Source: an optimization exercise on an open RTL-to-GDS flow (aim: small area, a short achievable clock period and few clock cycles per item). Production flows keep margins and buffers that such runs may drop. The RTL was checked by simulation tests, not by an equivalence proof against the original design.

## flow/design.v (module list and top-level ports; edited modules follow where they fit)
// module tnbp_tanh_lut: 145 lines
// module tnbp_mul17x16: 554 lines
// module tnbp_mul32x16: 989 lines
// module tanh_neuron_backprop_unit: 458 lines
module tanh_neuron_backprop_unit #(
   parameter int NUM_INPUTS = 64
) (
   input  wire logic               clock,
   input  wire logic               reset,
   input  wire logic               req_valid,
   output logic                    req_ready,
   input  wire logic [2:0]         req_cmd,
   input  wire logic [5:0]         req_element_index,
   input  wire logic signed [15:0] req_value,
   input  wire logic signed [15:0] req_link_weight,
   input  wire logic               req_last,
   output logic                    rsp_valid,
   input  wire logic               rsp_ready,
   output logic [1:0]              rsp_kind,
   output logic signed [15:0]      rsp_result_value,
   output logic [5:0]              rsp_result_index,
   output logic                    rsp_saturated,
   input  wire logic               csr_valid,
   output logic                    csr_ready,
   input  wire logic [1:0]         csr_index,
   input  wire logic [15:0]        csr_data
);
  // ...
==> flow/run.sh <==
#!/bin/bash
# synth_recipe.tcl (not shown) runs the flow's synth.tcl, then flattens the netlist and writes it again
# the make line also repeats each setting of config.mk as NAME=value (left out here)
make -C /OpenROAD-flow-scripts/flow DESIGN_CONFIG=/design/flow/config.mk WORK_HOME=/design/flow/orfs CLKGATE_MAP_FILE= SYNTH_SCRIPT=/design/flow/synth_recipe.tcl finish
==> flow/config.mk <==
export PLATFORM = sky130hd
export DESIGN_NAME = tanh_neuron_backprop_unit
export DESIGN_NICKNAME = tanh_neuron_backprop_unit
export VERILOG_FILES = /design/flow/design.v
export SDC_FILE = /design/flow/constraint.sdc
export NUM_CORES = 4
export LEC_CHECK = 0
export CAP_MARGIN = 20
export CORE_MARGIN = 2
export CORE_UTILIZATION = 55
export SETUP_SLACK_MARGIN = 5
export SLEW_MARGIN = 20
==> flow/constraint.sdc <==
create_clock -name core_clock -period 12.0 [get_ports {clock}]
set_input_delay 2.4000 -clock core_clock [delete_from_list [all_inputs] [get_ports {clock}]]
set_output_delay 2.4000 -clock core_clock [all_outputs]
set_load 0.01 [all_outputs]
==> flow_summary.toml, run 1 <==
[global_routing]
grt_max_degree = 88
grtUsageMet3 = 0.131
antenna_found_initial = 28

[synthesis]
synth.most_common_cell = "edfxtp_1"
ys_types = 96
netlist_area_um2 = 130000
synth_top_family_by_area = "compound AO/OA/AOI/OAI gates"

[critical_path]
crit_path_max_fanout = 23
critPathLaunch = "s3_bin[1]"
crit_path_frequent_cell = "xor2_1"
critical_path.slowest_cell = "ha_1"

[clocking]
holdBufCountCts = 0
cts_tree = "done"

[outcome]
status = "no timing/DRC/antenna violations"

[drt]
wl_met2_um = 234000
wl_met1_um = 190000

[sta]
drv_slew = 0
slew_headroom = 0.111

[min_path]
holdPathStages = 0
hp-class = "reg2reg"
worstHoldStart = "s1_w[8]"

[cells_and_area]
utilization = 0.619
n_all_buffers = 516
seq_share = 0.526

[floorplan]
top_level_ports = 93
Testbench counts, summed over its fixed seeds: cycles 9,409, commands 8,792.
==> run 2: changes to the inputs <==
==> flow/flow/run.sh (new file) <==
#!/bin/bash
set -uo pipefail
cd "$(dirname "$0")/.."
bash standard.sh SETUP_SLACK_MARGIN=7 finish > standard_make.log 2>&1
==> flow/standard.sh (new file) <==
#!/bin/bash
# synth_recipe.tcl (not shown) runs the flow's synth.tcl, then flattens the netlist and writes it again
# the make line also repeats each setting of config.mk as NAME=value (left out here)
make -C /OpenROAD-flow-scripts/flow DESIGN_CONFIG=/design/flow/config.mk WORK_HOME=/design/flow/orfs CLKGATE_MAP_FILE= SYNTH_SCRIPT=/design/flow/synth_recipe.tcl "${@:-finish}"
--- a/flow/config.mk
+++ b/flow/config.mk
@@ -9,4 +9,3 @@
 export CORE_MARGIN = 2
 export CORE_UTILIZATION = 55
-export SETUP_SLACK_MARGIN = 5
 export SLEW_MARGIN = 20
removed: flow/run.sh
==> flow_summary.toml, run 2 <==
[placement]
port_buffers = 91
globalplace.congestion = 0.978
dp_hpwl_um = 343000
dp.cells = 13900
post_dp_cell_area_um2 = 137000

[global_routing]
grt.overflow.total = 0
grt_use_total = 0.452
grt_pass1_wl_um = 761000
grt_pass1_vias = 95200
grt_max_degree = 88
antenna_found_initial = 27

[drt]
dr.pass1.iters = 10
drc_errors = 0
drt_iter0_markers = 18100
ant_nets = 0
via_per_inst = 7.11
wl_um = 556000
num_vias = 103000
wire_per_inst_um = 38.2

[critical_path]
crit_required_ns = 12.81
ff2ff_path_depth = 11
r2r_start = "s0_idx[1]"
crit_path_frequent_cell = "buf_4"
crit_path_max_fanout = 17
path_buf_inv = 2
crit_type = "reg2reg"
worstPathCellList = "nor2b_1 > nand3_1 > nor2_4 > buf_4 > buf_4 > a22oi_1 > nand4_1 > nor4_1 > a21oi_1 > o31ai_1 > o21ai_2"
critical_path.slowest_cell = "a21oi_1"
cp-end-kind = "register"
worstSetupPathDepth = 11
slowest_delay_ns = 0.85
startpoint_type = "register"
rr_endpoint = "m1b[1]"
path_delay_family = "compound AO/OA/AOI/OAI gates"
cp.arrival_ns = 5.90
r2r_setup_slack_ns = 6.91

[outcome]
status = "no timing/DRC/antenna violations"

[synthesis]
synth_edf_count = 2232
synth.top_cells.by_count = "2,232 x edfxtp_1, 1,069 x nand2_1, 833 x a22oi_1"
yosysSeqAreaShare = 0.589
ys_warn_count = 4
synth-main-ff-cell = "edfxtp_1"
synthArstFlopShare = 0
netlist.top_cell.by_area = "edfxtp_1"
synth_area_per_cell_um2 = 11.7
syn-instance-count = 11100
syn-num-nets = 11800
netlist_area_um2 = 130000
ys_ff_latch = 2709
yosys.area.top_type_share = 0.515
ys_types = 96
synth.area.top_cells = "edfxtp_1 52%, dfxtp_1 7.3%, fa_1 5.5%"
synth.most_common_cell = "edfxtp_1"

[cells_and_area]
register_area_um2 = 76600
multi_input_area_um2 = 51100
drive_above_1_share = 0.142
final_cells = 14500
area_growth_syn_to_layout_pct = 14.4
top_regs = "dmem x1024, wmem x1024, q_mem x100"
layout.nets = 11800
final_area_um2 = 149000
num-fill-cells = 18300
layout_commonest_cell = "edfxtp_1"
mostFrequentLayoutCells = "2,232 x edfxtp_1, 1,054 x nand2_1, 831 x a22oi_1"

[clocking]
clk_latency_ns = 1.00
holdBufCountCts = 0
clockBufferDepth = 4
cts_inserted_buffers = 299
cts_tree = "done"
clock-sinks = 2709
htreeDepth = 5
cts.clk_slew.worst_paths_ns = 0.06
root_buffer = "clkbuf_16"

[sta]
drv_slew = 0
clock_skew_ns = 0.127
finalHoldViolCount = 0
tightest_slew_ns = 1.27
min_period_over_period = 0.424
period_minus_slack_ns = 5.09
setup_tns_ns = 0
max_freq_mhz = 196
holdWs_ns = 0.287
slew_headroom = 0.150
setup_viol = 0
rsz0062_at_grt = "yes"

[min_path]
holdPathStages = 0
hp-class = "reg2reg"
hold_end = "s2_w[12]"
worstHoldStart = "s1_w[12]"

[floorplan]
die_w_um = 490
die_h_um = 490
die_area_um2 = 240000
top_level_ports = 93
initial_core_util = 0.553
row_count = 178
core_um2 = 235000

[run]
maxCapViolations = 0
run 2: cell counts after synthesis:
No cell type changed its count.
run 2: metrics by stage:
step            util  setup slack (ns)
6_report       0.633              6.91
5_1_grt        0.633              6.84
4_1_cts        0.625              6.94
3_5_place_dp   0.581              4.99
3_3_place_gp   0.580              4.84
2_1_floorplan      -              6.90
run 2: final cells by class:
class / count / share of cell area
clock inverter: 138 / 0.00795
timing repair buffer: 633 / 0.0360
clock buffer: 372 / 0.0531
sequential: 2709 / 0.515
inverter: 681 / 0.0174
multi-input combinational: 6834 / 0.344
antenna: 25 / 0.000420
tap: 3150 / 0.0265
run 2: cells by family after synthesis:
group	after synthesis	share of synthesized area
multiplexers	101	0.0109
other	1	0.0000288
XOR/XNOR	211	0.0142
adder cells (fa/ha/maj)	647	0.0817
buffers and inverters	1563	0.0454
AND/OR/NAND/NOR	2627	0.0910
flip-flops	2709	0.589
AO/OA/AOI/OAI	3244	0.168
run 2: per-layer routing:
metal	global-route usage	wire, um	up-vias
met2	0.666	238000	8985
met5	0	112	-
met4	0.311	50100	18
met1	0.580	190000	50900
met3	0.127	77800	2105
li1	-	-	41500
run 2: worst max path at each step:
stage,to,start
finish,m1b[1],s0_idx[1]
detailed placement,eg_ff[0],s2_hid
CTS,rsp_kind[0],register
global route,grad_ff[3],p2c_ff[17]
floorplan,dmem[0][11],reset
global placement,q_mem[0][17],s3_bin[1]
run 2: timing repair:
action	CTS	global route
cloned	5	2
resized for setup	231	216
pin swaps	33	95
endpoints found under the setup margin	630	508
setup buffers	37	70
==> module tanh_neuron_backprop_unit, before the edit <==
module tanh_neuron_backprop_unit #(
   parameter int NUM_INPUTS = 64
) (
   input  wire logic               clock,
   input  wire logic               reset,
   input  wire logic               req_valid,
   output logic                    req_ready,
   input  wire logic [2:0]         req_cmd,
   input  wire logic [5:0]         req_element_index,
   input  wire logic signed [15:0] req_value,
   input  wire logic signed [15:0] req_link_weight,
   input  wire logic               req_last,
   output logic                    rsp_valid,
   input  wire logic               rsp_ready,
   output logic [1:0]              rsp_kind,
   output logic signed [15:0]      rsp_result_value,
   output logic [5:0]              rsp_result_index,
   output logic                    rsp_saturated,
   input  wire logic               csr_valid,
   output logic                    csr_ready,
   input  wire logic [1:0]         csr_index,
   input  wire logic [15:0]        csr_data
);
   localparam logic [2:0] CMD_FORWARD = 3'd0;
   localparam logic [2:0] CMD_TARGET  = 3'd1;
   localparam logic [2:0] CMD_HIDDEN  = 3'd2;
   localparam logic [2:0] CMD_UPDATE  = 3'd3;
   localparam logic [2:0] CMD_LOAD    = 3'd4;
   localparam logic [1:0] KIND_OUTPUT   = 2'd0;
   localparam logic [1:0] KIND_GRADIENT = 2'd1;
   localparam logic [1:0] KIND_WEIGHT   = 2'd2;
   logic                      rdy_ff;
   logic                      s0_v, sk_v;
   logic [2:0]                s0_cmd, sk_cmd;
   logic [5:0]                s0_idx, sk_idx;
   logic signed [15:0]        s0_val, sk_val, s0_lw, sk_lw;
   logic                      s0_last, sk_last;
   logic                      accept, issue, s0_take;
   logic                      s0_v_in, sk_v_in;
   assign req_ready = rdy_ff;
   assign csr_ready = 1'b1;
   assign accept    = req_valid && rdy_ff;
   assign s0_take   = !s0_v || issue;
   always_ff @(posedge clock) begin
      if (accept) begin
         sk_cmd  <= req_cmd;
         sk_idx  <= req_element_index;
         sk_val  <= req_value;
         sk_lw   <= req_link_weight;
         sk_last <= req_last;
      end
      if (s0_take) begin
         if (sk_v) begin
            s0_cmd  <= sk_cmd;
            s0_idx  <= sk_idx;
            s0_val  <= sk_val;
            s0_lw   <= sk_lw;
            s0_last <= sk_last;
         end else begin
            s0_cmd  <= req_cmd;
            s0_idx  <= req_element_index;
            s0_val  <= req_value;
            s0_lw   <= req_link_weight;
            s0_last <= req_last;
         end
      end
   end
   always_comb begin
      if (s0_take) begin
         s0_v_in = sk_v || accept;
         sk_v_in = 1'b0;
      end else begin
         s0_v_in = 1'b1;
         sk_v_in = sk_v || accept;
      end
   end
   always_ff @(posedge clock) begin
      if (reset) begin
         s0_v   <= 1'b0;
         sk_v   <= 1'b0;
         rdy_ff <= 1'b1;
      end else begin
         s0_v   <= s0_v_in;
         sk_v   <= sk_v_in;
         rdy_ff <= !(s0_v_in && sk_v_in);
      end
   end
   logic [15:0]               eta_ff, alpha_ff;
   logic signed [31:0]        acc_ff;
   logic signed [15:0]        out_ff;
   logic [12:0]               deriv_ff;
   logic signed [15:0]        grad_ff;
   logic signed [31:0]        eg_ff;       
   logic                      eg_pend;
   logic signed [15:0]        wmem [64];
   logic signed [15:0]        dmem [64];
   logic                      s1_fwd, s1_tgt, s1_hid, s1_upd, s1_ld, s1_eg, s1_last;
   logic [5:0]                s1_idx;
   logic signed [15:0]        s1_w;
   logic signed [16:0]        m1a;
   logic signed [15:0]        m1b;
   logic signed [15:0]        m2b;
   logic                      s2_fwd, s2_tgt, s2_hid, s2_upd, s2_ld, s2_eg, s2_last;
   logic [5:0]                s2_idx;
   logic signed [15:0]        s2_w;
   logic [44:0]               p1s_ff, p1c_ff;
   logic [47:0]               p2s_ff, p2c_ff;
   logic                      s3_fl, s3_tgt, s3_upd, s3_ld, s3_hl, s3_gflag, s3_dflag;
   logic [5:0]                s3_idx;
   logic signed [15:0]        s3_w, s3_d;
   logic [7:0]                s3_bin;
   logic                      s4_hl, s5_hl, s5_gflag;
   logic                      s1_hl, s2_hl, s1_fl, s2_fl;
   assign s1_hl = s1_hid && s1_last;
   assign s2_hl = s2_hid && s2_last;
   assign s1_fl = s1_fwd && s1_last;
   assign s2_fl = s2_fwd && s2_last;
   logic s0_fwd, s0_tgt, s0_hid, s0_upd, s0_ld, s0_res;
   logic hz_mem, hz_out, hz_ord, hz_eg, hz_cred, eg_go, xfer;
   logic [2:0] pcnt;
   logic signed [15:0] w_rd, d_rd;
   logic signed [15:0] g_src;
   logic signed [16:0] m1a_in;
   logic signed [15:0] m1b_in;
   logic signed [15:0] lut_tanh;
   logic [12:0]        lut_deriv;
   logic [12:0]        deriv_cur;
   assign s0_fwd = (s0_cmd == CMD_FORWARD);
   assign s0_tgt = (s0_cmd == CMD_TARGET);
   assign s0_hid = (s0_cmd == CMD_HIDDEN);
   assign s0_upd = (s0_cmd == CMD_UPDATE);
   assign s0_ld  = (s0_cmd == CMD_LOAD);
   assign s0_res = (s0_fwd && s0_last) || s0_tgt || (s0_hid && s0_last) || s0_upd;
   assign hz_mem  = (s0_fwd || s0_upd) &&
                    (((s1_upd || s1_ld) && s1_idx == s0_idx) ||
                     ((s2_upd || s2_ld) && s2_idx == s0_idx) ||
                     ((s3_upd || s3_ld) && s3_idx == s0_idx));
   assign hz_out  = s0_tgt && (s1_fl || s2_fl || s3_fl);
   assign hz_ord  = (s0_res && s1_hl) || s2_hl;
   assign hz_eg   = s0_upd && (eg_pend || s1_eg);
   assign hz_cred = s0_res && (pcnt == 3'd4) && !xfer;
   assign eg_go   = eg_pend && !(s1_tgt || s1_hl || s2_hl || s3_hl || s4_hl);
   assign issue   = s0_v && !eg_go && !hz_mem && !hz_out && !hz_ord && !hz_eg && !hz_cred;
   logic signed [16:0] eta_s, alpha_s;
   logic signed [15:0] deriv_s;
   assign eta_s   = {1'b0, eta_ff};
   assign alpha_s = {1'b0, alpha_ff};
   assign deriv_cur = s3_fl ? lut_deriv : deriv_ff;
   assign deriv_s   = {3'b000, deriv_cur};
   assign w_rd = wmem[s0_idx];
   assign d_rd = dmem[s0_idx];
   logic signed [15:0] g2_val, g4_val;
   logic               g2_flag, g4_flag;
   always_comb begin
      if (s2_tgt) g_src = g2_val;
      else g_src = grad_ff;
   end
   always_comb begin
      if (eg_go) begin
         m1a_in = eta_s;
         m1b_in = g_src;
      end else begin
         case (s0_cmd)
            CMD_TARGET: begin
               m1a_in = 17'(s0_val) - 17'(out_ff);
               m1b_in = {3'b000, deriv_ff};
            end
            CMD_HIDDEN: begin
               m1a_in = 17'(s0_val);
               m1b_in = s0_lw;
            end
            CMD_UPDATE: begin
               m1a_in = alpha_s;
               m1b_in = d_rd;
            end
            default: begin
               m1a_in = 17'(s0_val);
               m1b_in = w_rd;
            end
         endcase
      end
   end
   always_ff @(posedge clock) begin
      m1a     <= m1a_in;
      m1b     <= (issue || eg_go) ? m1b_in : 16'sd0;
      s1_idx  <= s0_idx;
      s1_last <= s0_last;
      s1_w    <= s0_ld ? s0_val : w_rd;
      m2b     <= s2_hl ? deriv_s : s0_val;
   end
   always_ff @(posedge clock) begin
      if (reset) begin
         s1_fwd <= 1'b0;
         s1_tgt <= 1'b0;
         s1_hid <= 1'b0;
         s1_upd <= 1'b0;
         s1_ld  <= 1'b0;
         s1_eg  <= 1'b0;
      end else begin
         s1_fwd <= issue && s0_fwd;
         s1_tgt <= issue && s0_tgt;
         s1_hid <= issue && s0_hid;
         s1_upd <= issue && s0_upd;
         s1_ld  <= issue && s0_ld;
         s1_eg  <= eg_go;
      end
   end
   logic [44:0] m1_ps, m1_pc;
   logic [47:0] m2_ps, m2_pc;
   tnbp_mul17x16 u_m1 (.a(m1a), .b(m1b), .ps(m1_ps), .pc(m1_pc));
   tnbp_mul32x16 u_m2 (.a(eg_ff), .b(m2b), .ps(m2_ps), .pc(m2_pc));
   always_ff @(posedge clock) begin
      p1s_ff  <= m1_ps;
      p1c_ff  <= m1_pc;
      p2s_ff  <= m2_ps;
      p2c_ff  <= m2_pc;
      s2_idx  <= s1_idx;
      s2_last <= s1_last;
      s2_w    <= s1_w;
   end
   always_ff @(posedge clock) begin
      if (reset) begin
         s2_fwd <= 1'b0;
         s2_tgt <= 1'b0;
         s2_hid <= 1'b0;
         s2_upd <= 1'b0;
         s2_ld  <= 1'b0;
         s2_eg  <= 1'b0;
      end else begin
         s2_fwd <= s1_fwd;
         s2_tgt <= s1_tgt;
         s2_hid <= s1_hid;
         s2_upd <= s1_upd;
         s2_ld  <= s1_ld;
         s2_eg  <= s1_eg;
      end
   end
   logic [44:0]        aa_x, aa_s, aa_c, aa_sum;
   logic signed [32:0] acc_sum;
   logic signed [31:0] acc_sat;
   logic               acc_inr;
   logic [7:0]         bin;
   assign aa_x   = (s2_fwd || s2_hid) ? {acc_ff[31], acc_ff, 12'd0} : 45'd0;
   assign aa_s   = aa_x ^ p1s_ff ^ p1c_ff;
   assign aa_c   = {((aa_x[43:0] & p1s_ff[43:0]) | (aa_x[43:0] & p1c_ff[43:0]) |
                     (p1s_ff[43:0] & p1c_ff[43:0])), 1'b0};
   assign aa_sum = aa_s + aa_c;
   assign acc_sum = aa_sum[44:12];
   always_comb begin
      if (acc_sum[32] != acc_sum[31]) begin
         acc_sat = acc_sum[32] ? 32'sh8000_0000 : 32'sh7FFF_FFFF;
      end else begin
         acc_sat = acc_sum[31:0];
      end
   end
   assign acc_inr = (acc_sum[32:14] == '0) || (acc_sum[32:14] == '1);
   always_comb begin
      if (acc_inr) bin = {~acc_sum[14], acc_sum[13:7]};
      else bin = acc_sum[32] ? 8'd0 : 8'd255;
   end
   always_comb begin
      if (acc_sum > 33'sd32767) begin
         g2_val = 16'sh7FFF; g2_flag = 1'b1;
      end else if (acc_sum < -33'sd32768) begin
         g2_val = 16'sh8000; g2_flag = 1'b1;
      end else begin
         g2_val = acc_sum[15:0]; g2_flag = 1'b0;
      end
   end
   logic [47:0] ab_a, ab_b, ab_s1, ab_c1, ab_s2, ab_c2, ab_sum;
   assign ab_a  = {p1s_ff[35:0], 12'd0};
   assign ab_b  = {p1c_ff[35:0], 12'd0};
   assign ab_s1 = p2s_ff ^ p2c_ff ^ ab_a;
   assign ab_c1 = {((p2s_ff[46:0] & p2c_ff[46:0]) | (p2s_ff[46:0] & ab_a[46:0]) |
                    (p2c_ff[46:0] & ab_a[46:0])), 1'b0};
   assign ab_s2 = ab_s1 ^ ab_c1 ^ ab_b;
   assign ab_c2 = {((ab_s1[46:0] & ab_c1[46:0]) | (ab_s1[46:0] & ab_b[46:0]) |
                    (ab_c1[46:0] & ab_b[46:0])), 1'b0};
   assign ab_sum = ab_s2 + ab_c2;
   logic signed [19:0] d_raw;
   logic signed [15:0] d_val;
   logic               d_flag;
   assign d_raw = ab_sum[47:28];
   always_comb begin
      if (d_raw > 20'sd32767) begin
         d_val = 16'sh7FFF; d_flag = 1'b1;
      end else if (d_raw < -20'sd32768) begin
         d_val = 16'sh8000; d_flag = 1'b1;
      end else begin
         d_val = d_raw[15:0]; d_flag = 1'b0;
      end
   end
   logic signed [35:0] h_raw;
   assign h_raw = ab_sum[47:12];
   always_comb begin
      if (h_raw > 36'sd32767) begin
         g4_val = 16'sh7FFF; g4_flag = 1'b1;
      end else if (h_raw < -36'sd32768) begin
         g4_val = 16'sh8000; g4_flag = 1'b1;
      end else begin
         g4_val = h_raw[15:0]; g4_flag = 1'b0;
      end
   end
   always_ff @(posedge clock) begin
      s3_idx   <= s2_idx;
      s3_w     <= s2_w;
      s3_d     <= d_val;
      s3_dflag <= d_flag;
      s3_gflag <= g2_flag;
      s3_bin   <= bin;
      s5_gflag <= g4_flag;
   end
   always_ff @(posedge clock) begin
      if (reset) begin
         s3_fl  <= 1'b0;
         s3_tgt <= 1'b0;
         s3_upd <= 1'b0;
         s3_ld  <= 1'b0;
         s3_hl  <= 1'b0;
         s4_hl  <= 1'b0;
         s5_hl  <= 1'b0;
      end else begin
         s3_fl  <= s2_fl;
         s3_tgt <= s2_tgt;
         s3_upd <= s2_upd;
         s3_ld  <= s2_ld;
         s3_hl  <= s2_hl;
         s4_hl  <= s3_hl;
         s5_hl  <= s4_hl;
      end
   end
   tnbp_tanh_lut u_tanh (
      .bin        (s3_bin),
      .tanh_value (lut_tanh),
      .deriv      (lut_deriv)
   );
   logic signed [16:0] w_raw;
   logic signed [15:0] w_val;
   logic               w_flag;
   assign w_raw = 17'(s3_w) + 17'(s3_d);
   always_comb begin
      if (w_raw > 17'sd32767) begin
         w_val = 16'sh7FFF; w_flag = 1'b1;
      end else if (w_raw < -17'sd32768) begin
         w_val = 16'sh8000; w_flag = 1'b1;
      end else begin
         w_val = w_raw[15:0]; w_flag = 1'b0;
      end
   end
   logic signed [15:0] w_wd, d_wd;
   assign w_wd = s3_ld ? s3_w : w_val;
   assign d_wd = reset ? 16'sd0 : s3_d;
   always_ff @(posedge clock) begin
      for (int k = 0; k < 64; k++) begin
         if ((s3_upd || s3_ld) && s3_idx == 6'(k)) begin
            wmem[k] <= w_wd;
         end
         if (reset || (s3_upd && s3_idx == 6'(k))) begin
            dmem[k] <= d_wd;
         end
      end
   end
   always_ff @(posedge clock) begin
      if (reset) begin
         acc_ff   <= '0;
         out_ff   <= '0;
         deriv_ff <= 13'd4096;
         grad_ff  <= '0;
      end else begin
         if (s2_fwd || s2_hid) begin
            acc_ff <= s2_last ? 32'sd0 : acc_sat;
         end
         if (s3_fl) begin
            out_ff   <= lut_tanh;
            deriv_ff <= lut_deriv;
         end
         if (s2_tgt) begin
            grad_ff <= g2_val;
         end else if (s4_hl) begin
            grad_ff <= g4_val;
         end
      end
   end
   always_ff @(posedge clock) begin
      if (reset) begin
         eg_ff <= '0;
      end else if (s2_eg) begin
         eg_ff <= aa_sum[31:0];
      end else if (s2_hl) begin
         eg_ff <= acc_sat;
      end
   end
   always_ff @(posedge clock) begin
      if (reset) begin
         eg_pend <= 1'b0;
      end else if ((issue && (s0_tgt || (s0_hid && s0_last))) ||
                   (csr_valid && csr_index == 2'd0)) begin
         eg_pend <= 1'b1;
      end else if (eg_go) begin
         eg_pend <= 1'b0;
      end
   end
   always_ff @(posedge clock) begin
      if (reset) begin
         eta_ff   <= 16'd9830;
         alpha_ff <= 16'd6554;
      end else if (csr_valid) begin
         if (csr_index == 2'd0) begin
            eta_ff <= csr_data;
         end else if (csr_index == 2'd1) begin
            alpha_ff <= csr_data;
         end
      end
   end
   logic        q_we;
   logic [24:0] q_wd;
   logic [24:0] q_mem [4];
   logic [1:0]  q_wp, q_rp;
   logic [24:0] q_head;
   logic [2:0]  q_cnt, q_cnt_in;
   logic        rv_ff;
   always_comb begin
      q_we = 1'b1;
      if (s3_fl)       q_wd = {KIND_OUTPUT, lut_tanh, 6'd0, 1'b0};
      else if (s3_tgt) q_wd = {KIND_GRADIENT, grad_ff, 6'd0, s3_gflag};
      else if (s3_upd) q_wd = {KIND_WEIGHT, w_val, s3_idx, s3_dflag || w_flag};
      else begin
         q_wd = {KIND_GRADIENT, grad_ff, 6'd0, s5_gflag};
         q_we = s5_hl;
      end
   end
   assign xfer     = rv_ff && rsp_ready;
   assign q_cnt_in = q_cnt + 3'(q_we) - 3'(xfer);
   always_ff @(posedge clock) begin
      if (q_we) q_mem[q_wp] <= q_wd;
   end
   always_ff @(posedge clock) begin
      if (reset) begin
         q_wp  <= '0;
         q_rp  <= '0;
         q_cnt <= '0;
         rv_ff <= 1'b0;
         pcnt  <= '0;
      end else begin
         if (q_we) q_wp <= q_wp + 2'd1;
         if (xfer) q_rp <= q_rp + 2'd1;
         q_cnt <= q_cnt_in;
         rv_ff <= (q_cnt_in != 3'd0);
         pcnt  <= pcnt + 3'(issue && s0_res) - 3'(xfer);
      end
   end
   assign q_head           = q_mem[q_rp];
   assign rsp_valid        = rv_ff;
   assign rsp_kind         = q_head[24:23];
   assign rsp_result_value = q_head[22:7];
   assign rsp_result_index = q_head[6:1];
   assign rsp_saturated    = q_head[0];
endmodule
==> run 3: changes to the inputs <==
--- a/flow/design.v
+++ b/flow/design.v
@@ -1799,9 +1799,10 @@
    logic [44:0]               p1s_ff, p1c_ff;
    logic [47:0]               p2s_ff, p2c_ff;
-   logic                      s3_fl, s3_tgt, s3_upd, s3_ld, s3_hl, s3_gflag, s3_dflag;
+   logic                      s3_fl, s3_tgt, s3_upd, s3_ld, s3_hl, s3_gflag;
    logic [5:0]                s3_idx;
-   logic signed [15:0]        s3_w, s3_d;
+   logic signed [15:0]        s3_w;
+   logic signed [19:0]        s3_draw;
    logic [7:0]                s3_bin;
-   logic                      s4_hl, s5_hl, s5_gflag;
+   logic                      s4_hl, s5_hl, s5_gflag, s4_fl;
    logic                      s1_hl, s2_hl, s1_fl, s2_fl;
    assign s1_hl = s1_hid && s1_last;
@@ -1830,8 +1831,8 @@
                      ((s3_upd || s3_ld) && s3_idx == s0_idx));
    assign hz_out  = s0_tgt && (s1_fl || s2_fl || s3_fl);
-   assign hz_ord  = (s0_res && s1_hl) || s2_hl;
+   assign hz_ord  = (s0_res && (s1_hl || ((s0_upd || s0_tgt) && s1_fl))) || s2_hl;
    assign hz_eg   = s0_upd && (eg_pend || s1_eg);
    assign hz_cred = s0_res && (pcnt == 3'd4) && !xfer;
-   assign eg_go   = eg_pend && !(s1_tgt || s1_hl || s2_hl || s3_hl || s4_hl);
+   assign eg_go   = eg_pend && !(s1_tgt || s1_hl || s2_hl || s3_hl);
    assign issue   = s0_v && !eg_go && !hz_mem && !hz_out && !hz_ord && !hz_eg && !hz_cred;
    logic signed [16:0] eta_s, alpha_s;
@@ -1847,4 +1848,5 @@
    always_comb begin
       if (s2_tgt) g_src = g2_val;
+      else if (s4_hl) g_src = g4_val;
       else g_src = grad_ff;
    end
@@ -1934,5 +1936,5 @@
    logic               acc_inr;
    logic [7:0]         bin;
-   assign aa_x   = (s2_fwd || s2_hid) ? {acc_ff[31], acc_ff, 12'd0} : 45'd0;
+   assign aa_x   = {acc_ff[31], acc_ff, 12'd0};
    assign aa_s   = aa_x ^ p1s_ff ^ p1c_ff;
    assign aa_c   = {((aa_x[43:0] & p1s_ff[43:0]) | (aa_x[43:0] & p1c_ff[43:0]) |
@@ -1952,11 +1954,15 @@
       else bin = acc_sum[32] ? 8'd0 : 8'd255;
    end
+   logic [32:0]        ap_sum;
+   logic signed [20:0] ap_hi;
+   assign ap_sum = p1s_ff[32:0] + p1c_ff[32:0];
+   assign ap_hi  = ap_sum[32:12];
    always_comb begin
-      if (acc_sum > 33'sd32767) begin
+      if (ap_hi > 21'sd32767) begin
          g2_val = 16'sh7FFF; g2_flag = 1'b1;
-      end else if (acc_sum < -33'sd32768) begin
+      end else if (ap_hi < -21'sd32768) begin
          g2_val = 16'sh8000; g2_flag = 1'b1;
       end else begin
-         g2_val = acc_sum[15:0]; g2_flag = 1'b0;
+         g2_val = ap_hi[15:0]; g2_flag = 1'b0;
       end
    end
@@ -1971,19 +1977,8 @@
                     (ab_c1[46:0] & ab_b[46:0])), 1'b0};
    assign ab_sum = ab_s2 + ab_c2;
-   logic signed [19:0] d_raw;
-   logic signed [15:0] d_val;
-   logic               d_flag;
-   assign d_raw = ab_sum[47:28];
-   always_comb begin
-      if (d_raw > 20'sd32767) begin
-         d_val = 16'sh7FFF; d_flag = 1'b1;
-      end else if (d_raw < -20'sd32768) begin
-         d_val = 16'sh8000; d_flag = 1'b1;
-      end else begin
-         d_val = d_raw[15:0]; d_flag = 1'b0;
-      end
-   end
+   logic [47:0] ah_sum;
+   assign ah_sum = p2s_ff + p2c_ff;
    logic signed [35:0] h_raw;
-   assign h_raw = ab_sum[47:12];
+   assign h_raw = ah_sum[47:12];
    always_comb begin
       if (h_raw > 36'sd32767) begin
@@ -1998,10 +1993,20 @@
       s3_idx   <= s2_idx;
       s3_w     <= s2_w;
-      s3_d     <= d_val;
-      s3_dflag <= d_flag;
+      s3_draw  <= ab_sum[47:28];
       s3_gflag <= g2_flag;
       s3_bin   <= bin;
       s5_gflag <= g4_flag;
    end
+   logic signed [15:0] d_val;
+   logic               d_flag;
+   always_comb begin
+      if (s3_draw > 20'sd32767) begin
+         d_val = 16'sh7FFF; d_flag = 1'b1;
+      end else if (s3_draw < -20'sd32768) begin
+         d_val = 16'sh8000; d_flag = 1'b1;
+      end else begin
+         d_val = s3_draw[15:0]; d_flag = 1'b0;
+      end
+   end
    always_ff @(posedge clock) begin
       if (reset) begin
@@ -2013,4 +2018,5 @@
          s4_hl  <= 1'b0;
          s5_hl  <= 1'b0;
+         s4_fl  <= 1'b0;
       end else begin
          s3_fl  <= s2_fl;
@@ -2020,4 +2026,5 @@
          s3_hl  <= s2_hl;
          s4_hl  <= s3_hl;
+         s4_fl  <= s3_fl;
          s5_hl  <= s4_hl;
       end
@@ -2031,5 +2038,5 @@
    logic signed [15:0] w_val;
    logic               w_flag;
-   assign w_raw = 17'(s3_w) + 17'(s3_d);
+   assign w_raw = 17'(s3_w) + 17'(d_val);
    always_comb begin
       if (w_raw > 17'sd32767) begin
@@ -2043,5 +2050,5 @@
    logic signed [15:0] w_wd, d_wd;
    assign w_wd = s3_ld ? s3_w : w_val;
-   assign d_wd = reset ? 16'sd0 : s3_d;
+   assign d_wd = reset ? 16'sd0 : d_val;
    always_ff @(posedge clock) begin
       for (int k = 0; k < 64; k++) begin
@@ -2079,5 +2086,5 @@
          eg_ff <= '0;
       end else if (s2_eg) begin
-         eg_ff <= aa_sum[31:0];
+         eg_ff <= ap_sum[31:0];
       end else if (s2_hl) begin
          eg_ff <= acc_sat;
@@ -2108,14 +2115,13 @@
    logic        q_we;
    logic [24:0] q_wd;
-   logic [24:0] q_mem [4];
-   logic [1:0]  q_wp, q_rp;
-   logic [24:0] q_head;
+   logic [24:0] q_e [4];
    logic [2:0]  q_cnt, q_cnt_in;
+   logic [2:0]  q_tgt;
    logic        rv_ff;
    always_comb begin
       q_we = 1'b1;
-      if (s3_fl)       q_wd = {KIND_OUTPUT, lut_tanh, 6'd0, 1'b0};
+      if (s4_fl)       q_wd = {KIND_OUTPUT, out_ff, 6'd0, 1'b0};
       else if (s3_tgt) q_wd = {KIND_GRADIENT, grad_ff, 6'd0, s3_gflag};
-      else if (s3_upd) q_wd = {KIND_WEIGHT, w_val, s3_idx, s3_dflag || w_flag};
+      else if (s3_upd) q_wd = {KIND_WEIGHT, w_val, s3_idx, d_flag || w_flag};
       else begin
          q_wd = {KIND_GRADIENT, grad_ff, 6'd0, s5_gflag};
@@ -2125,17 +2131,20 @@
    assign xfer     = rv_ff && rsp_ready;
    assign q_cnt_in = q_cnt + 3'(q_we) - 3'(xfer);
+   assign q_tgt    = q_cnt - 3'(xfer);
    always_ff @(posedge clock) begin
-      if (q_we) q_mem[q_wp] <= q_wd;
+      for (int k = 0; k < 4; k++) begin
+         if (q_we && q_tgt == 3'(k)) begin
+            q_e[k] <= q_wd;
+         end else if (xfer && k < 3) begin
+            q_e[k] <= q_e[(k + 1) % 4];
+         end
+      end
    end
    always_ff @(posedge clock) begin
       if (reset) begin
-         q_wp  <= '0;
-         q_rp  <= '0;
          q_cnt <= '0;
          rv_ff <= 1'b0;
          pcnt  <= '0;
       end else begin
-         if (q_we) q_wp <= q_wp + 2'd1;
-         if (xfer) q_rp <= q_rp + 2'd1;
          q_cnt <= q_cnt_in;
          rv_ff <= (q_cnt_in != 3'd0);
@@ -2143,10 +2152,9 @@
       end
    end
-   assign q_head           = q_mem[q_rp];
    assign rsp_valid        = rv_ff;
-   assign rsp_kind         = q_head[24:23];
-   assign rsp_result_value = q_head[22:7];
-   assign rsp_result_index = q_head[6:1];
-   assign rsp_saturated    = q_head[0];
+   assign rsp_kind         = q_e[0][24:23];
+   assign rsp_result_value = q_e[0][22:7];
+   assign rsp_result_index = q_e[0][6:1];
+   assign rsp_saturated    = q_e[0][0];
 endmodule
 `default_nettype wire
==> flow/flow/run.sh (replaced) <==
#!/bin/bash
set -uo pipefail
cd "$(dirname "$0")/.."
bash standard.sh SETUP_SLACK_MARGIN=8 finish > standard_make.log 2>&1
--- a/flow/config.mk
+++ b/flow/config.mk
@@ -6,4 +6,5 @@
 export NUM_CORES = 4
 export LEC_CHECK = 0
+export ABC_AREA = 1
 export CAP_MARGIN = 20
 export CORE_MARGIN = 2
==> flow_summary.toml, run 3 <==
[synthesis]
syn-instance-count = 12100
netlist.top_cell.by_area = "edfxtp_1"
synthArstFlopShare = 0
synth.top_cells.by_count = "3,072 x nand2_1, 2,232 x edfxtp_1, 1,121 x inv_1"
ys_types = 77
synth.area.top_cells = "edfxtp_1 52%, nand2_1 8.9%, dfxtp_1 7.3%"
yosysSeqAreaShare = 0.589
synth_area_per_cell_um2 = 10.7
synth.most_common_cell = "nand2_1"
ys_ff_latch = 2707
yosys.area.top_type_share = 0.516
ys_warn_count = 5
synth_edf_count = 2232
syn-num-nets = 12800
synth-main-ff-cell = "edfxtp_1"
netlist_area_um2 = 130000

[clocking]
cts.clk_slew.worst_paths_ns = 0.06
cts_tree = "done"
htreeDepth = 5
clock-sinks = 2707
cts_inserted_buffers = 297
holdBufCountCts = 0
clk_latency_ns = 0.97
root_buffer = "clkbuf_16"
clockBufferDepth = 4

[floorplan]
die_h_um = 490
top_level_ports = 93
core_um2 = 235000
die_area_um2 = 240000
die_w_um = 490
row_count = 178
initial_core_util = 0.553

[drt]
drc_errors = 0
wire_per_inst_um = 31.9
wl_um = 505000
drt_iter0_markers = 13300
dr.pass1.iters = 9
num_vias = 99400
via_per_inst = 6.28
ant_nets = 0

[global_routing]
grt_pass1_vias = 94700
grt_max_degree = 75
grt_pass1_wl_um = 686000
grt_use_total = 0.405
antenna_found_initial = 22
grt.overflow.total = 0

[critical_path]
slowest_delay_ns = 0.35
crit_type = "reg2reg"
ff2ff_path_depth = 23
critPathLaunch = "s3_draw[15]"
startpoint_type = "register"
crit_path_frequent_cell = "nand2_1"
crit_path_max_fanout = 16
critical_path.slowest_cell = "dfxtp_2"
r2r_start = "s3_draw[15]"
worstPathCellList = "inv_1 > a31oi_4 > buf_8 > nor2_2 > nor2_1 > ha_1 > nand3_1 > nand2_1 > nand2_1 > nand2_1 > nand3_1 > nand2_2 > a21boi_2 > o21ai_2 > xor2_2 > buf_4 > buf_4 > nor2_4 > buf_4 > o21ai_2 > nand2_1 > nand2_4 > clkbuf_16"
crit_required_ns = 12.60
cp-end-kind = "register"
cp.arrival_ns = 4.66

[cells_and_area]
layout.nets = 13200
num-fill-cells = 18400
mostFrequentLayoutCells = "3,008 x nand2_1, 2,232 x edfxtp_1, 1,084 x inv_1"
layout_commonest_cell = "nand2_1"
top_regs = "dmem x1024, wmem x1024, q_e x100"
area_growth_syn_to_layout_pct = 15.1
utilization = 0.636
multi_input_area_um2 = 49600
register_area_um2 = 76600
drive_above_1_share = 0.116

[placement]
post-place-ws_ns = 6.31
port_buffers = 91
globalplace.congestion = 1.03
dp_hpwl_um = 338000

[sta]
setup_tns_ns = 0
slew_headroom = 0.194
finalHoldViolCount = 0
clock_skew_ns = 0.114
max_freq_mhz = 247
rsz0062_at_grt = "yes"
fin_ws_ns = 7.94
period_minus_slack_ns = 4.06
tightest_slew_ns = 1.21
setup_viol = 0
drv_slew = 0
min_period_over_period = 0.338

[run]
maxCapViolations = 0

[min_path]
worstHoldStart = "s1_w[10]"
holdPathStages = 0
hp-class = "reg2reg"

[outcome]
status = "no timing/DRC/antenna violations"
[run 3: per-stage QoR]
step,hold slack (ns),std cells,area (um2)
after floorplan,0.310,12100,130000
after global placement,0.311,15100,136000
after detailed placement,0.312,15100,136000
after CTS,0.312,15700,147000
after global routing,0.312,15800,149000
final,0.310,15800,149000
[run 3: metal layers]
layer | GRT usage | up-vias | share of wire
met5 | 0 | - | 0.00019
met4 | 0.303 | 16 | 0.093
met3 | 0.0891 | 1761 | 0.11
met2 | 0.638 | 6672 | 0.45
met1 | 0.491 | 48400 | 0.35
li1 | - | 42600 | -
[run 3: final timing paths]
kind / end / slack, ns
setup / recovery: wmem[12][3] / 7.94
hold / removal: s2_w[10] / 0.31
setup reg to reg: wmem[12][3] / 7.94
hold reg to reg: s2_w[10] / 0.31
[run 3: what timing repair did]
item / 4_1_cts / 5_1_grt
pin swaps: 22 / 36
hold endpoints to repair: 0 / 0
resized for setup: 366 / 274
setup endpoints to repair: 2057 / 1292
buffers inserted: 86 / 70
gates cloned: 15 / 42
[run 3: cell type report]
cell class                      instances  area share
Sequential cell                      2707       0.513
Multi-Input combinational cell       7725       0.332
Clock buffer                          377      0.0532
Timing Repair Buffer                  573      0.0375
Inverter                             1158      0.0302
Tap cell                             3150      0.0264
Clock inverter                        134     0.00751
Timing Repair inverter                  4    0.000184
Antenna cell                            9    0.000151
[run 3: logic make-up (layout without fill, tap and decap cells)]
group / Yosys count / in the layout / synth area share
AOI/OAI and AO/OA: 1877 / 1882 / 0.0928
xor gates and xnor gates: 511 / 511 / 0.0351
other: 1 / 10 / 0.0000289
adders and majority gates: 664 / 664 / 0.0856
muxes: 1 / 1 / 0.0000867
DFF: 2707 / 2707 / 0.589
and+or+nand+nor: 4656 / 4666 / 0.147
buffers and inverters: 1681 / 2246 / 0.0499
[run 3: critical path: cells and delay by family, from the launching register on]
kind            cells  cell delay, ns
compound gates      4            0.64
simple gates       11            1.35
buf+inv             6            0.95
xor+xnor            1            0.16
fa+ha+maj           1            0.28
flops               1            0.35
Testbench counts of run 3, summed over its fixed seeds: cycles 9,362, commands 8,792.
==> run 4: changes to the inputs <==
--- a/flow/design.v
+++ b/flow/design.v
@@ -1831,5 +1831,5 @@
                      ((s3_upd || s3_ld) && s3_idx == s0_idx));
    assign hz_out  = s0_tgt && (s1_fl || s2_fl || s3_fl);
-   assign hz_ord  = (s0_res && (s1_hl || ((s0_upd || s0_tgt) && s1_fl))) || s2_hl;
+   assign hz_ord  = s0_res && (s1_hl || s2_hl || ((s0_upd || s0_tgt) && s1_fl));
    assign hz_eg   = s0_upd && (eg_pend || s1_eg);
    assign hz_cred = s0_res && (pcnt == 3'd4) && !xfer;
@@ -1842,6 +1842,16 @@
    assign deriv_cur = s3_fl ? lut_deriv : deriv_ff;
    assign deriv_s   = {3'b000, deriv_cur};
-   assign w_rd = wmem[s0_idx];
-   assign d_rd = dmem[s0_idx];
+   logic [63:0] rd_sel;
+   always_comb begin
+      for (int k = 0; k < 64; k++) rd_sel[k] = (s0_idx == 6'(k));
+   end
+   always_comb begin
+      w_rd = '0;
+      d_rd = '0;
+      for (int k = 0; k < 64; k++) begin
+         w_rd = w_rd | (wmem[k] & {16{rd_sel[k]}});
+         d_rd = d_rd | (dmem[k] & {16{rd_sel[k]}});
+      end
+   end
    logic signed [15:0] g2_val, g4_val;
    logic               g2_flag, g4_flag;
@@ -1878,5 +1888,5 @@
    always_ff @(posedge clock) begin
       m1a     <= m1a_in;
-      m1b     <= (issue || eg_go) ? m1b_in : 16'sd0;
+      m1b     <= m1b_in;
       s1_idx  <= s0_idx;
       s1_last <= s0_last;
@@ -2116,6 +2126,5 @@
    logic [24:0] q_wd;
    logic [24:0] q_e [4];
-   logic [2:0]  q_cnt, q_cnt_in;
-   logic [2:0]  q_tgt;
+   logic [4:0]  q_oh, q_oh_in;    
    logic        rv_ff;
    always_comb begin
@@ -2130,9 +2139,12 @@
    end
    assign xfer     = rv_ff && rsp_ready;
-   assign q_cnt_in = q_cnt + 3'(q_we) - 3'(xfer);
-   assign q_tgt    = q_cnt - 3'(xfer);
+   always_comb begin
+      if (q_we && !xfer) q_oh_in = {q_oh[3:0], 1'b0};
+      else if (!q_we && xfer) q_oh_in = {1'b0, q_oh[4:1]};
+      else q_oh_in = q_oh;
+   end
    always_ff @(posedge clock) begin
       for (int k = 0; k < 4; k++) begin
-         if (q_we && q_tgt == 3'(k)) begin
+         if (q_we && (xfer ? q_oh[k + 1] : q_oh[k])) begin
             q_e[k] <= q_wd;
          end else if (xfer && k < 3) begin
@@ -2143,10 +2155,10 @@
    always_ff @(posedge clock) begin
       if (reset) begin
-         q_cnt <= '0;
+         q_oh  <= 5'b00001;
          rv_ff <= 1'b0;
          pcnt  <= '0;
       end else begin
-         q_cnt <= q_cnt_in;
-         rv_ff <= (q_cnt_in != 3'd0);
+         q_oh  <= q_oh_in;
+         rv_ff <= !q_oh_in[0];
          pcnt  <= pcnt + 3'(issue && s0_res) - 3'(xfer);
       end
--- a/flow/config.mk
+++ b/flow/config.mk
@@ -9,4 +9,4 @@
 export CAP_MARGIN = 20
 export CORE_MARGIN = 2
-export CORE_UTILIZATION = 55
+export CORE_UTILIZATION = 50
 export SLEW_MARGIN = 20
==> flow_summary.toml, run 4 <==
[outcome]
status = "no timing/DRC/antenna violations"

[sta]
drv_slew = 0
clock_skew_ns = 0.127
period_minus_slack_ns = 4.22
rsz0062_at_grt = "yes"
tightest_slew_ns = 1.30
finalHoldViolCount = 0
max_freq_mhz = 237
min_period_over_period = 0.351
slew_headroom = 0.135
fin_ws_ns = 7.78
setup_tns_ns = 0
setup_viol = 0

[critical_path]
crit_path_frequent_cell = "nor2_1"
crit_required_ns = 12.66
startpoint_type = "register"
crit_path_max_fanout = 28
slowest_delay_ns = 0.80
crit_type = "reg2reg"
worstPathCellList = "inv_1 > nand2_1 > nor2_1 > nand2_1 > inv_2 > buf_4 > a22o_1 > nor2_1 > nand4_1 > nor2_1 > nand4_1 > nor2_2 > buf_4 > o21ai_1"
critical_path.slowest_cell = "buf_4"
cp-end-kind = "register"
cp.arrival_ns = 4.88

[clocking]
htreeDepth = 5
root_buffer = "clkbuf_16"
clockBufferDepth = 4
cts_inserted_buffers = 295
clock-sinks = 2709
cts.clk_slew.worst_paths_ns = 0.06
cts_tree = "done"
clk_latency_ns = 0.91

[synthesis]
synthArstFlopShare = 0
synth_area_per_cell_um2 = 10.9
yosysSeqAreaShare = 0.591
yosys.area.top_type_share = 0.517
syn-num-nets = 12600
netlist.top_cell.by_area = "edfxtp_1"
ys_ff_latch = 2709
netlist_area_um2 = 130000
syn-instance-count = 11800
ys_warn_count = 5
ys_types = 72
synth.most_common_cell = "nand2_1"
synth.area.top_cells = "edfxtp_1 52%, nand2_1 7.8%, dfxtp_1 7.4%"
synth.top_cells.by_count = "2,680 x nand2_1, 2,232 x edfxtp_1, 1,128 x inv_1"
synth_edf_count = 2232
synth-main-ff-cell = "edfxtp_1"

[drt]
ant_nets = 0
wl_um = 585000
wire_per_inst_um = 36.9
via_per_inst = 6.52
drc_errors = 0
dr.pass1.iters = 9
drt_iter0_markers = 16700
num_vias = 103000

[cells_and_area]
top_regs = "dmem x1024, wmem x1024, q_e x100"
drive_above_1_share = 0.124
num-fill-cells = 21400
layout_commonest_cell = "nand2_1"
layout.nets = 12900
mostFrequentLayoutCells = "2,615 x nand2_1, 2,232 x edfxtp_1, 1,089 x inv_1"
area_growth_syn_to_layout_pct = 16.0
final_area_um2 = 150000

[global_routing]
grt_pass1_wl_um = 791000
antenna_found_initial = 49
grt_use_total = 0.434
grt_max_degree = 65
grt_pass1_vias = 97600
grt.overflow.total = 0

[placement]
port_buffers = 91
post-place-ws_ns = 6.49
post_dp_cell_area_um2 = 136000
globalplace.congestion = 1.08
dp_hpwl_um = 388000

[floorplan]
die_area_um2 = 263000
initial_core_util = 0.504
core_um2 = 257000
die_h_um = 513
row_count = 186
top_level_ports = 93
die_w_um = 513

[min_path]
hp-class = "reg2reg"

[run]
maxCapViolations = 0
==> run 4: per-layer routing <==
metal	vias up	track usage	routed length [um]	part of all wire
met3	1950	0.118	74100	0.13
li1	42200	-	-	-
met2	8067	0.665	258000	0.44
met5	-	0	174	0.00030
met4	26	0.285	47600	0.081
met1	51000	0.542	205000	0.35
==> run 4: cell families after synthesis <==
kind of cell    after synthesis  synth area share
other cells                   1         0.0000289
compound gates             2095             0.106
flops                      2709             0.591
buf+inv                    1702            0.0505
fa+ha+maj                   661            0.0854
xor+xnor                    510            0.0350
simple gates               4159             0.132
==> run 4: worst max-delay path: cells and delay by family, from the launching register on <==
family | cells | cell delay [ns]
AND/OR/NAND/NOR | 8 | 1.44
AO/OA/AOI/OAI | 2 | 0.62
buffers and inverters | 4 | 1.42
flip-flops | 1 | 0.49
==> run 4: area by class of cell <==
type | count | area, um2 | area share
tap | 3384 | 4230 | 0.0282
sequential | 2709 | 76700 | 0.510
timing repair buffer | 564 | 5600 | 0.0373
inverter | 1184 | 4580 | 0.0305
antenna | 34 | 85.1 | 0.000566
clock inverter | 152 | 1620 | 0.0108
clock buffer | 378 | 7970 | 0.0530
multi-input combinational | 7438 | 49400 | 0.329
timing repair inverter | 2 | 15.0 | 0.0000999
==> run 4: through the flow <==
stage,cells,hold slack (ns),utilization
finish,15800,0.300,0.584
floorplan,11800,0.310,-
global route,15800,0.301,0.584
CTS,15700,0.293,0.576
global placement,15100,0.312,0.530
detailed placement,15100,0.313,0.530
==> run 4: what timing repair did <==
item | 4_1_cts | 5_1_grt
resized for setup | 465 | 281
hold buffers | 0 | 0
buffers inserted | 73 | 75
pin swaps | 34 | 61
endpoints found under the setup margin | 1593 | 1281
gates cloned | 17 | 17
==> run 4: path summary, 6_finish.rpt <==
kind                   from       to  slack, ns  cells past startpoint
hold / removal      s2_w[8]  s3_w[8]       0.30                      0
setup / recovery  s0_idx[3]  s1_w[3]       7.78                     14
setup reg to reg  s0_idx[3]  s1_w[3]       7.78                     14
hold reg to reg     s2_w[8]  s3_w[8]       0.30                      0
Testbench counts of run 4, summed over its fixed seeds: cycles 9,362, commands 8,792.
==> run 5: changes to the inputs <==
--- a/flow/config.mk
+++ b/flow/config.mk
@@ -9,4 +9,4 @@
 export CAP_MARGIN = 20
 export CORE_MARGIN = 2
-export CORE_UTILIZATION = 50
+export CORE_UTILIZATION = 60
 export SLEW_MARGIN = 20
==> flow_summary.toml, run 5 <==
[outcome]
status = "no timing/DRC/antenna violations"

[synthesis]
synth.area.top_cells = "edfxtp_1 52%, nand2_1 7.8%, dfxtp_1 7.4%"
muxShareOfSynthArea = 0
yosys.area_share.adder = 0.0854
netlist_area_um2 = 130000
synth_top_family_by_area = "simple AND/OR/NAND/NOR gates"
ys_ff_latch = 2709
yosys.area.top_type_share = 0.517
yosysSeqAreaShare = 0.591
synth_compound_area_frac = 0.106
synth.top_cells.by_count = "2,680 x nand2_1, 2,232 x edfxtp_1, 1,128 x inv_1"
syn-num-nets = 12600
synthArstFlopShare = 0
ys_types = 72
syn-instance-count = 11800
synth_area_per_cell_um2 = 10.9
ys_warn_count = 5
synth_simple_gate_area_frac = 0.132
synth_xor_area_frac = 0.0350
synth.most_common_cell = "nand2_1"
netlist.top_cell.by_area = "edfxtp_1"
synth_edf_count = 2232
synth-main-ff-cell = "edfxtp_1"

[critical_path]
cp-end-kind = "register"
crit_path_max_fanout = 32
crit_type = "reg2reg"
startpoint_type = "register"
cp.arrival_ns = 5.10
crit_required_ns = 12.81
ff2ff_path_depth = 14

[sta]
rsz0062_at_grt = "yes"
max_freq_mhz = 233
min_period_over_period = 0.358
drv_slew = 0
tightest_slew_ns = 1.40
fin_ws_ns = 7.71
clock_skew_ns = 0.131
setup_tns_ns = 0
finalHoldViolCount = 0
setup_viol = 0
period_minus_slack_ns = 4.29
slew_headroom = 0.0617

[floorplan]
row_count = 170
top_level_ports = 93
die_area_um2 = 220000
die_h_um = 469
core_um2 = 215000
initial_core_util = 0.604
die_w_um = 469

[run]
maxCapViolations = 0

[global_routing]
grt_pass1_wl_um = 757000
grt_max_degree = 65
grt.overflow.total = 0
grt_pass1_vias = 99500
grt_use_total = 0.499
antenna_found_initial = 48

[cells_and_area]
layout.nets = 12900
layout_commonest_cell = "nand2_1"
drive_above_1_share = 0.117
top_regs = "dmem x1024, wmem x1024, q_e x100"
mostFrequentLayoutCells = "2,607 x nand2_1, 2,232 x edfxtp_1, 1,098 x inv_1"
area_growth_syn_to_layout_pct = 14.5

[min_path]
hp-class = "reg2reg"
holdPathStages = 0

[drt]
wire_per_inst_um = 36.8
via_per_inst = 6.96
wl_um = 559000
drt_iter0_markers = 18500
dr.pass1.iters = 7
ant_nets = 0
drc_errors = 0
num_vias = 106000

[placement]
post-place-ws_ns = 6.42
globalplace.congestion = 1.10
dp_hpwl_um = 363000
port_buffers = 91

[clocking]
cts_inserted_buffers = 291
root_buffer = "clkbuf_16"
clockBufferDepth = 4
clock-sinks = 2709
cts.clk_slew.worst_paths_ns = 0.06
clk_latency_ns = 1.00
cts_tree = "done"
htreeDepth = 5
==> run 5: per-stage QoR <==
stage | cell area, um2 | hold WS (ns) | utilization | std cells
6_report | 148000 | 0.256 | 0.691 | 15200
5_1_grt | 148000 | 0.274 | 0.691 | 15200
4_1_cts | 146000 | 0.257 | 0.681 | 15100
3_5_place_dp | 135000 | 0.312 | 0.630 | 14500
3_3_place_gp | 135000 | 0.310 | 0.629 | 14500
2_1_floorplan | 130000 | 0.310 | - | 11800
==> run 5: per-layer routing <==
metal | global-route usage | up-vias | routed length (um) | part of all wire
li1 | - | 42100 | - | -
met1 | 0.597 | 50600 | 178000 | 0.32
met2 | 0.715 | 10200 | 234000 | 0.42
met3 | 0.193 | 2912 | 89200 | 0.16
met4 | 0.409 | 46 | 57900 | 0.10
met5 | 0.00974 | - | 557 | 0.0010
==> run 5: path summary, 6_finish.rpt <==
| kind | startpoint | endpoint | slack, ns |
|---|---|---|---|
| min | s2_w[9] | s3_w[9] | 0.26 |
| max reg2reg | s0_idx[5] | m1b[15] | 7.71 |
| max | s0_idx[5] | m1b[15] | 7.71 |
| min reg2reg | s2_w[9] | s3_w[9] | 0.26 |
==> run 5: logic make-up (layout without fill, tap and decap cells) <==
family                     after synthesis  count (layout)
AOI/OAI and AO/OA                     2095            2099
adders and majority gates              661             661
xor gates and xnor gates               510             510
buffers and inverters                 1702            2179
other                                    1              44
DFF                                   2709            2709
and+or+nand+nor                       4159            4167
==> run 5: worst max-delay path: stages, from the launching register on <==
cell	delay (ns)
edfxtp_1	0.48
inv_2	0.21
nor2_4	0.13
clkinvlp_4	0.19
buf_4	0.15
nor2_4	0.03
buf_4	0.38
a22oi_1	0.32
nand4_1	0.45
nor4_4	0.72
nand2_1	0.29
nor3_4	0.35
o21ai_0	0.14
o21ai_1	0.15
nand2_1	0.06
==> run 5: repair_timing <==
action | 4_1_cts | 5_1_grt
hold buffers | 0 | 0
gates resized for setup | 415 | 285
cloned | 12 | 19
buffers inserted | 68 | 71
endpoints found under the setup margin | 1773 | 1339
hold endpoints to repair | 0 | 0
pin swaps | 27 | 62
==> run 5: final cells by class <==
class                      instances  area [um2]
antenna                           43         108
clock buffer                     364        7730
clock inverter                   128        1150
fill                           15300       66300
inverter                        1184        4590
multi-input combinational       7438       49400
sequential                      2709       76700
tap                             2838        3550
timing repair buffer             502        5090
timing repair inverter             1        7.51

what the ideal ports hide:
The flow's constraints put no driver on any port. The routed layouts listed below were extracted and timed again, unchanged, in two steps.
Step 1 sets driving cells, clkbuf_16 on the clock port and buf_2 on the other inputs (assumed; they add their load-dependent delay and slew).
Step 2 times the ports against the registers' clock, not the clock port: input delays grow and output delays shrink by t, the midpoint of the rising clock arrivals with the driver on.
a / b / c = ideal ports / drivers / drivers and shift; a / b = the first two.
| run | shift t [ns] | slack for setup (ns) | worst setup path at the end |
|---|---|---|---|
| run 1 | 1.028 | 5.420 / 5.420 / 5.420 | register to register |
| run 2 | 1.030 | 6.907 / 6.907 / 6.106 | input to register |
| run 3 | 1.017 | 7.944 / 7.872 / 7.060 | input to register |
| run 4 | 0.962 | 7.784 / 7.774 / 7.126 | input to register |
| run 5 | 1.044 | 7.709 / 7.695 / 7.014 | input to register |
After both steps every run listed still meets setup and hold. The setup slack of run 3, which loses most, moves by -0.072 ns with the drivers and by -0.884 ns with both steps.
